This design comes from an exercise in tuning for small area, a short achievable clock period and few clock cycles per item on the open sky130 flow, not from production work. In this exercise RTL edits were held to simulation tests only and were not proved equivalent to the original. Power and IR drop assume default switching activity.

$ cat flow/run.sh
#!/bin/bash
# synth_recipe.tcl (not shown) runs the flow's synth.tcl, then flattens the netlist and writes it again
# the make line also repeats each setting of config.mk as NAME=value (left out here)
make -C /OpenROAD-flow-scripts/flow DESIGN_CONFIG=/design/flow/config.mk WORK_HOME=/design/flow/orfs CLKGATE_MAP_FILE= SYNTH_SCRIPT=/design/flow/synth_recipe.tcl finish
$ cat flow/config.mk
export PLATFORM = sky130hd
export DESIGN_NAME = ack_retransmit_tracker
export DESIGN_NICKNAME = ack_retransmit_tracker
export VERILOG_FILES = /design/flow/design.v
export SDC_FILE = /design/flow/constraint.sdc
export NUM_CORES = 4
export LEC_CHECK = 0
export CAP_MARGIN = 20
export CORE_MARGIN = 2
export CORE_UTILIZATION = 40
export PLACE_DENSITY = 0.6
export SLEW_MARGIN = 20
$ cat flow/constraint.sdc
create_clock -name core_clock -period 7.0 [get_ports {clock}]
set_input_delay 1.4000 -clock core_clock [delete_from_list [all_inputs] [get_ports {clock}]]
set_output_delay 1.4000 -clock core_clock [all_outputs]
set_load 0.01 [all_outputs]
$ cat flow/design.v
`default_nettype none
package art_pkg;
   localparam int OP_W        = 2;
   localparam int SEQ_W       = 16;
   localparam int KIND_W      = 4;
   localparam int SLOT_W      = 4;
   localparam int RETRY_W     = 8;
   localparam int AGE_W       = 16;
   localparam int CSR_INDEX_W = 4;
   localparam int CSR_DATA_W  = 16;
   localparam int SLOTS_DEFAULT = 16;
   localparam logic [OP_W-1:0] OP_SEND    = 2'd0;
   localparam logic [OP_W-1:0] OP_CONFIRM = 2'd1;
   localparam logic [OP_W-1:0] OP_TICK    = 2'd2;
   localparam logic [OP_W-1:0] OP_UNUSED  = 2'd3;
   localparam logic [KIND_W-1:0] KIND_ACCEPTED   = 4'd0;
   localparam logic [KIND_W-1:0] KIND_FULL       = 4'd1;
   localparam logic [KIND_W-1:0] KIND_CONFIRMED  = 4'd2;
   localparam logic [KIND_W-1:0] KIND_UNMATCHED  = 4'd3;
   localparam logic [KIND_W-1:0] KIND_RETRANSMIT = 4'd4;
   localparam logic [KIND_W-1:0] KIND_BYE_DONE   = 4'd5;
   localparam logic [KIND_W-1:0] KIND_BYE_FAILED = 4'd6;
   localparam logic [KIND_W-1:0] KIND_SCAN_DONE  = 4'd7;
   localparam logic [KIND_W-1:0] KIND_HALTED     = 4'd8;
   localparam logic [CSR_INDEX_W-1:0] CSR_TIMEOUT_TICKS = 4'd0;
   localparam logic [CSR_INDEX_W-1:0] CSR_MAX_RETRIES   = 4'd1;
   localparam logic [AGE_W-1:0]       TIMEOUT_RESET     = 16'd250;
   localparam logic [RETRY_W-1:0]     MAX_RETRIES_RESET = 8'd3;
   typedef struct packed {
      logic [KIND_W-1:0]  kind;
      logic [SLOT_W-1:0]  slot;
      logic [SEQ_W-1:0]   seq_out;
      logic [RETRY_W-1:0] retry_count;
      logic               last;
   } result_type;
endpackage
`default_nettype wire
`default_nettype none
module ack_retransmit_tracker #(
   parameter int SLOTS = art_pkg::SLOTS_DEFAULT
) (
   input  wire logic                   clock,
   input  wire logic                   reset,
   input  wire logic                   req_valid,
   output wire logic                   req_ready,
   input  wire logic [art_pkg::OP_W-1:0]        req_op,
   input  wire logic [art_pkg::SEQ_W-1:0]       req_seq,
   input  wire logic                   req_is_bye,
   output wire logic                   rsp_valid,
   input  wire logic                   rsp_ready,
   output wire logic [art_pkg::KIND_W-1:0]      rsp_kind,
   output wire logic [art_pkg::SLOT_W-1:0]      rsp_slot,
   output wire logic [art_pkg::SEQ_W-1:0]       rsp_seq_out,
   output wire logic [art_pkg::RETRY_W-1:0]     rsp_retry_count,
   output wire logic                   rsp_last,
   input  wire logic                   csr_valid,
   output wire logic                   csr_ready,
   input  wire logic [art_pkg::CSR_INDEX_W-1:0] csr_index,
   input  wire logic [art_pkg::CSR_DATA_W-1:0]  csr_data
);
   localparam int IW = (SLOTS > 1) ? $clog2(SLOTS) : 1;
   localparam logic [IW-1:0] LAST_IDX = IW'(SLOTS - 1);
   localparam logic [1:0] ST_IDLE  = 2'd0;
   localparam logic [1:0] ST_START = 2'd1;
   localparam logic [1:0] ST_SCAN  = 2'd2;
   localparam logic [1:0] ST_END   = 2'd3;
   logic [1:0]         state_ff, state_in;
   logic [IW-1:0]      idx_ff, idx_in;
   logic [art_pkg::OP_W-1:0]    op_ff;
   logic [art_pkg::SEQ_W-1:0]   seq_ff;
   logic               bye_ff;
   logic               halted_ff, halted_in;
   logic [art_pkg::AGE_W-1:0]   timeout_ff;
   logic [art_pkg::RETRY_W-1:0] max_retries_ff;
   logic [SLOTS-1:0]   pending_ff, pending_in;
   logic [SLOTS-1:0]   acked_ff, acked_in;
   logic [SLOTS-1:0]   byem_ff, byem_in;
   logic [art_pkg::SEQ_W-1:0]   seq_mem_ff [SLOTS];
   logic [art_pkg::AGE_W-1:0]   age_mem_ff [SLOTS];
   logic [art_pkg::RETRY_W-1:0] ret_mem_ff [SLOTS];
   logic [art_pkg::SEQ_W-1:0]   rd_seq_ff;
   logic [art_pkg::AGE_W-1:0]   rd_age_ff;
   logic [art_pkg::RETRY_W-1:0] rd_ret_ff;
   logic               rd_en;
   logic [IW-1:0]      rd_addr;
   logic               seq_we, age_we, ret_we;
   logic [art_pkg::AGE_W-1:0]   age_wdata;
   logic [art_pkg::RETRY_W-1:0] ret_wdata;
   logic               rsp_valid_ff, rsp_valid_in;
   art_pkg::result_type         rsp_ff;
   logic               emit;
   art_pkg::result_type         res;
   logic               free;
   logic               accept;
   logic [IW+art_pkg::SLOT_W-1:0] slot_wide;
   logic [art_pkg::SLOT_W-1:0]    cur_slot;
   logic                 cur_pend, cur_acked, cur_bye;
   logic [art_pkg::AGE_W-1:0]     age_inc;
   logic [art_pkg::RETRY_W-1:0]   ret_inc;
   assign req_ready = (state_ff == ST_IDLE) && !reset;
   assign accept        = req_valid && req_ready;
   assign csr_ready = !reset;
   assign free          = !rsp_valid_ff || rsp_ready;
   assign slot_wide = {{art_pkg::SLOT_W{1'b0}}, idx_ff};
   assign cur_slot  = slot_wide[art_pkg::SLOT_W-1:0];
   assign cur_pend  = pending_ff[idx_ff];
   assign cur_acked = acked_ff[idx_ff];
   assign cur_bye   = byem_ff[idx_ff];
   assign ret_inc   = rd_ret_ff + art_pkg::RETRY_W'(1);
   always_comb begin
      if (cur_pend && (rd_age_ff != {art_pkg::AGE_W{1'b1}})) begin
         age_inc = rd_age_ff + art_pkg::AGE_W'(1);
      end else begin
         age_inc = rd_age_ff;
      end
   end
   always_comb begin
      state_in   = state_ff;
      idx_in     = idx_ff;
      halted_in  = halted_ff;
      pending_in = pending_ff;
      acked_in   = acked_ff;
      byem_in    = byem_ff;
      rd_en      = 1'b0;
      rd_addr    = idx_ff;
      seq_we     = 1'b0;
      age_we     = 1'b0;
      ret_we     = 1'b0;
      age_wdata  = '0;
      ret_wdata  = '0;
      emit       = 1'b0;
      res        = '0;
      unique case (state_ff)
         ST_IDLE: begin
            if (accept) begin
               state_in = ST_START;
            end
         end
         ST_START: begin
            if (halted_ff) begin
               res.kind = art_pkg::KIND_HALTED;
               res.last = 1'b1;
               if (free) begin
                  emit     = 1'b1;
                  state_in = ST_IDLE;
               end
            end else if (op_ff == art_pkg::OP_UNUSED) begin
               state_in = ST_IDLE;
            end else begin
               rd_en    = 1'b1;
               rd_addr  = '0;
               idx_in   = '0;
               state_in = ST_SCAN;
            end
         end
         ST_SCAN: begin
            logic hit;
            logic stop;
            hit  = 1'b0;
            stop = 1'b0;
            res.slot = cur_slot;
            unique case (op_ff)
               art_pkg::OP_SEND: begin
                  hit             = !cur_pend;
                  stop            = hit;
                  res.kind        = art_pkg::KIND_ACCEPTED;
                  res.seq_out     = seq_ff;
                  res.last        = 1'b1;
               end
               art_pkg::OP_CONFIRM: begin
                  hit             = cur_pend && (rd_seq_ff == seq_ff);
                  stop            = hit;
                  res.kind        = art_pkg::KIND_CONFIRMED;
                  res.seq_out     = seq_ff;
                  res.retry_count = rd_ret_ff;
                  res.last        = 1'b1;
               end
               art_pkg::OP_TICK: begin
                  res.seq_out     = rd_seq_ff;
                  res.retry_count = rd_ret_ff;
                  if (cur_acked && cur_bye) begin
                     hit      = 1'b1;
                     stop     = 1'b1;
                     res.kind = art_pkg::KIND_BYE_DONE;
                     res.last = 1'b1;
                  end else if (cur_pend && cur_bye && (rd_ret_ff >= max_retries_ff)) begin
                     hit      = 1'b1;
                     stop     = 1'b1;
                     res.kind = art_pkg::KIND_BYE_FAILED;
                     res.last = 1'b1;
                  end else if (cur_pend && (age_inc >= timeout_ff)
                               && (rd_ret_ff < max_retries_ff)) begin
                     hit             = 1'b1;
                     res.kind        = art_pkg::KIND_RETRANSMIT;
                     res.retry_count = ret_inc;
                  end
               end
               default: begin
                  stop = 1'b1;
               end
            endcase
            if (!hit || free) begin
               emit = hit;
               if (stop) begin
                  state_in = ST_IDLE;
                  if (op_ff == art_pkg::OP_SEND && hit) begin
                     pending_in[idx_ff] = 1'b1;
                     acked_in[idx_ff]   = 1'b0;
                     byem_in[idx_ff]    = bye_ff;
                     seq_we             = 1'b1;
                     age_we             = 1'b1;
                     ret_we             = 1'b1;
                  end else if (op_ff == art_pkg::OP_CONFIRM && hit) begin
                     pending_in[idx_ff] = 1'b0;
                     acked_in[idx_ff]   = 1'b1;
                  end else if (op_ff == art_pkg::OP_TICK && hit) begin
                     halted_in = 1'b1;
                  end
               end else begin
                  if (op_ff == art_pkg::OP_TICK && cur_pend) begin
                     age_we = 1'b1;
                     if (hit) begin
                        ret_we    = 1'b1;
                        ret_wdata = ret_inc;
                     end else begin
                        age_wdata = age_inc;
                     end
                  end
                  if (idx_ff == LAST_IDX) begin
                     state_in = ST_END;
                  end else begin
                     idx_in   = idx_ff + IW'(1);
                     rd_en    = 1'b1;
                     rd_addr  = idx_in;
                  end
               end
            end
         end
         ST_END: begin
            res.last = 1'b1;
            if (op_ff == art_pkg::OP_SEND) begin
               res.kind    = art_pkg::KIND_FULL;
               res.seq_out = seq_ff;
            end else if (op_ff == art_pkg::OP_CONFIRM) begin
               res.kind    = art_pkg::KIND_UNMATCHED;
               res.seq_out = seq_ff;
            end else begin
               res.kind    = art_pkg::KIND_SCAN_DONE;
            end
            if (free) begin
               emit     = 1'b1;
               state_in = ST_IDLE;
            end
         end
         default: begin
            state_in = ST_IDLE;
         end
      endcase
   end
   always_comb begin
      if (emit) begin
         rsp_valid_in = 1'b1;
      end else if (rsp_ready) begin
         rsp_valid_in = 1'b0;
      end else begin
         rsp_valid_in = rsp_valid_ff;
      end
   end
   always_ff @(posedge clock) begin
      if (reset) begin
         state_ff       <= ST_IDLE;
         idx_ff         <= '0;
         halted_ff      <= 1'b0;
         pending_ff     <= '0;
         acked_ff       <= '0;
         byem_ff        <= '0;
         rsp_valid_ff   <= 1'b0;
         timeout_ff     <= art_pkg::TIMEOUT_RESET;
         max_retries_ff <= art_pkg::MAX_RETRIES_RESET;
      end else begin
         state_ff     <= state_in;
         idx_ff       <= idx_in;
         halted_ff    <= halted_in;
         pending_ff   <= pending_in;
         acked_ff     <= acked_in;
         byem_ff      <= byem_in;
         rsp_valid_ff <= rsp_valid_in;
         if (csr_valid && csr_ready) begin
            if (csr_index == art_pkg::CSR_TIMEOUT_TICKS) begin
               timeout_ff <= csr_data;
            end else if (csr_index == art_pkg::CSR_MAX_RETRIES) begin
               max_retries_ff <= csr_data[art_pkg::RETRY_W-1:0];
            end
         end
      end
   end
   always_ff @(posedge clock) begin
      if (accept) begin
         op_ff  <= req_op;
         seq_ff <= req_seq;
         bye_ff <= req_is_bye;
      end
      if (emit) begin
         rsp_ff <= res;
      end
   end
   always_ff @(posedge clock) begin
      if (seq_we) begin
         seq_mem_ff[idx_ff] <= seq_ff;
      end
      if (age_we) begin
         age_mem_ff[idx_ff] <= age_wdata;
      end
      if (ret_we) begin
         ret_mem_ff[idx_ff] <= ret_wdata;
      end
      if (rd_en) begin
         rd_seq_ff <= seq_mem_ff[rd_addr];
         rd_age_ff <= age_mem_ff[rd_addr];
         rd_ret_ff <= ret_mem_ff[rd_addr];
      end
   end
   assign rsp_valid       = rsp_valid_ff;
   assign rsp_kind        = rsp_ff.kind;
   assign rsp_slot        = rsp_ff.slot;
   assign rsp_seq_out     = rsp_ff.seq_out;
   assign rsp_retry_count = rsp_ff.retry_count;
   assign rsp_last        = rsp_ff.last;
endmodule
`default_nettype wire
==> impl_metrics.toml <==
[synth]
ys_types = 67
synthesis.nets = 2543
synth_edf_count = 732
async_reset_ff_share_pct = 0
avgSynthCellArea_um2 = 13.66
synth_flop_cell = "edfxtp_1"
netlist_area_um2 = 33590
yosysSeqAreaShare_pct = 70.20
synth.ff_latch_count = 812
netlist_instances = 2459
yosys_warnings = 1

[sta]
fin_crit_ns = 6.532
fin_tns_setup_ns = 0
worst_pin_slew_ns = 1.124
report.final.slew_viol_count = 0
rsz0062_at_grt = "no"
skew_ns = 0.04383
finalSetupViolations = 0
hold_viol_final = 0
clock.fmax_mhz = 153.1
hold-worst-slack_ns = 0.4637
fin_crit_sh_pct = 93.32
slew_headroom_pct = 24.88

[cts]
clk_latency_ns = 0.66
cts-root-buf = "clkbuf_16"
cts_tree = "yes"
holdBufCountCts = 0
htreeDepth = 3
numCtsBuffers = 87
cts_sinks = 812
clockBufferDepth = 3
clk_pin_slew_ns = 0.06

[power_and_ir_drop]
cellLeakagePower_nw = 13.62
pwr-share-comb_pct = 2.5
p_int_mw = 7.764
seq_power_share_pct = 53.8
total_power_mw = 9.877
switchingPower_mw = 2.114
switching_share_pct = 21.40
powerDensity_nw_per_um2 = 253.8
p_clk_share_pct = 43.7
ir_worst_vdd_mv = 0.2067

[placed_design]
dp_hpwl_mm = 51.58
io_buffers = 79
place_congestion = 0.8321

[worst_setup_path]
crit_required_ns = 7.50
critical_path_class = "flop to flop"
start_kind = "flop"
cp-end-kind = "flop"
worstPathMaxFanout = 29
cp.arrival_ns = 7.03

[hold_path]
holdCritPathClass = "flop to flop"

[floorplan]
die_w_um = 293.8
initial_core_util_pct = 40.27
rows = 106
pin_count = 80
die_h_um = 293.8
design.core.area_um2 = 83420
dieArea_um2 = 86320

[detailed_routing]
first_pass_iters = 6
viasPerCell = 5.588
drcViolationCount = 0
wl_per_cell_um = 23.33
routed_wl_mm = 87.12
drt_iter0_markers = 1915
via_count = 20870
postRouteAntennaNets = 0

[final_layout]
drive_gt1_share_pct = 12.39
utilization_pct = 46.65
diodes = 0
nNetsFinal = 2670
syn_to_final_growth_pct = 15.86
fill_cells = 7237

[global_routing]
grt_max_degree = 97
grt_pass1_wl_mm = 129.5
grt_pass1_vias = 20640
grt_usage_pct = 19.95
grt_overflow = 0
antenna_found_initial = 0

[outcome]
status = "finished clean"

[job]
max_cap_viol_count = 0
power groups by stage:
stage	Clock [mW]	Combinational, mW	Sequential, mW
floorplan	0	0.141	5.40
global placement	0	0.238	5.42
detailed placement	0	0.242	5.42
CTS	4.39	0.243	5.32
global route	4.58	0.268	5.32
finish	4.31	0.245	5.32
worst paths after layout:
kind	start	endpoint	slack, ns	cells after the start
setup / recovery	rd_age_ff[4]$_DFFE_PP_	rd_ret_ff[5]$_DFFE_PP_	0.47	25
hold / removal	timeout_ff[8]$_SDFFE_PP0P_	timeout_ff[8]$_SDFFE_PP0P_	0.46	2
setup reg to reg	rd_age_ff[4]$_DFFE_PP_	rd_ret_ff[5]$_DFFE_PP_	0.47	25
hold reg to reg	timeout_ff[8]$_SDFFE_PP0P_	timeout_ff[8]$_SDFFE_PP0P_	0.46	2
synthesized netlist by cell type (33+ instances only):
cell,count,area (µm²)
ha_1,40,500.5
nand2_1,411,1543
a2111oi_2,33,495.5
inv_1,40,150.1
dfxtp_1,80,1602
a211oi_1,50,375.4
a22o_1,39,341.6
nor2_1,161,604.3
nand3_1,62,310.3
clkbuf_1,92,345.3
a22oi_1,34,255.2
a21oi_1,167,835.8
a41o_1,39,390.4
mux2i_1,97,970.9
a32oi_1,39,341.6
edfxtp_1,732,21980
and2_1,58,362.9
sequential cells by signal, summed over array words and instances, names as in the netlist, named ones only:
name and flops:
byem_ff 16, rsp_valid_ff 1, rd_seq_ff 16, timeout_ff 16
age_mem_ff 256, op_ff 2, rd_ret_ff 8, bye_ff 1
halted_ff 1, rd_age_ff 16, state_ff 2, seq_mem_ff 256
ret_mem_ff 128, seq_ff 16, rsp_ff 33, max_retries_ff 8
idx_ff 4
area by class of cell:
type                       count  area, µm²  share of cell area [%]
timing repair buffer         181       1752                   4.501
clock buffer                 108       2266                   5.822
multi-input combinational   1463       9379                   24.10
inverter                      41      153.9                  0.3954
sequential                   812      23580                   60.59
clock inverter                50      435.4                   1.119
tap                         1080       1351                   3.472
per-layer routing:
metal	wire [µm]	track usage, %
met1	37320	26.93
met2	42790	33.44
met3	4792	2.711
met4	2217	6.259
met5	0	0
stage by stage:
step	setup WS (ns)	std cells	area, µm²
after detailed placement	0.1612	3572	36120
after CTS	0.1052	3730	38830
final	0.4678	3735	38920
after floorplan	1.404	2459	33590
after global placement	0.1245	3572	36120
after global routing	0.07753	3735	38920
kinds of logic after synthesis:
kind of cell | share of synthesized area [%]
buffers and inverters | 2.387
flip-flops | 70.20
multiplexers | 3.862
AND/OR/NAND/NOR | 9.975
AO/OA/AOI/OAI | 10.91
XOR/XNOR | 1.173
adder cells (fa/ha/maj) | 1.490
placed cells by master (no fill, tap or decap), drive strengths merged, types with 5 or more instances in the layout:
cell type and n:
edfxtp 732, nand2 411, a21oi 168, nor2 162, clkbuf 109, buf 102
mux2i 97, dfxtp 80, clkdlybuf4s50 78, nand3 62, and2 58, a211oi 50
clkinv 45, inv 41, a2111oi 41, ha 40, a32oi 39, a22o 39
a41o 39, a22oi 34, xor2 27, o21ai 27, nor2b 24, xnor2 18
mux4 12, nor3 12, o211ai 8, nand2b 8, nand4 7, and3 7
a21o 6, nor4 6, mux2 5, or3 5, a31oi 5
worst max-delay path, cell delays in order (launching register included):
cell	delay, ns
edfxtp_1	0.47
and3_1	0.26
nand3_1	0.14
nor4_2	0.34
nand4_1	0.22
nor2_1	0.16
nor2_2	0.09
and4_1	0.24
and2_1	0.20
nand2_1	0.09
xnor2_1	0.14
ha_1	0.29
a21oi_1	0.16
a21oi_1	0.09
o21ba_2	0.21
a2111oi_1	0.32
buf_4	0.22
or4_1	0.16
nor2_1	0.12
or3_1	0.40
a221o_1	0.46
and2_4	0.34
buf_4	0.29
a22o_1	0.27
a2111oi_2	0.50
a41o_1	0.19
timing repair:
action / 4_1_cts / 5_1_grt
endpoints found under the setup margin: 0 / 123
setup buffers: 0 / 4
gates resized for setup: 0 / 8
Testbench counts, summed over its fixed seeds: cycles 43,892, items 3,200.

==> port drivers added, routing unchanged <==
No port has a modelled driver above. Below, the same layout with a new extraction and two added sets of constraints.
Step 1, drivers: a clkbuf_16 drives clock and a buf_2 each remaining input, both assumed.
Step 2, shift: input delay + t, output delay - t, t = (earliest + latest rising clock arrival at the registers) / 2. This alone moves slack from input paths to output paths.
Three values: no drivers, after step 1, after step 2; two values: the first two.
shift t [ns]: 0.697
setup WS [ns]: 0.468 / 0.468 / 0.468
worst register clock-pin slew, ns: 0.06 / 0.06
After both steps setup and hold are still met in this run. For this run, drivers alone change the setup slack by 0.000 ns; drivers and shift together by 0.000 ns.
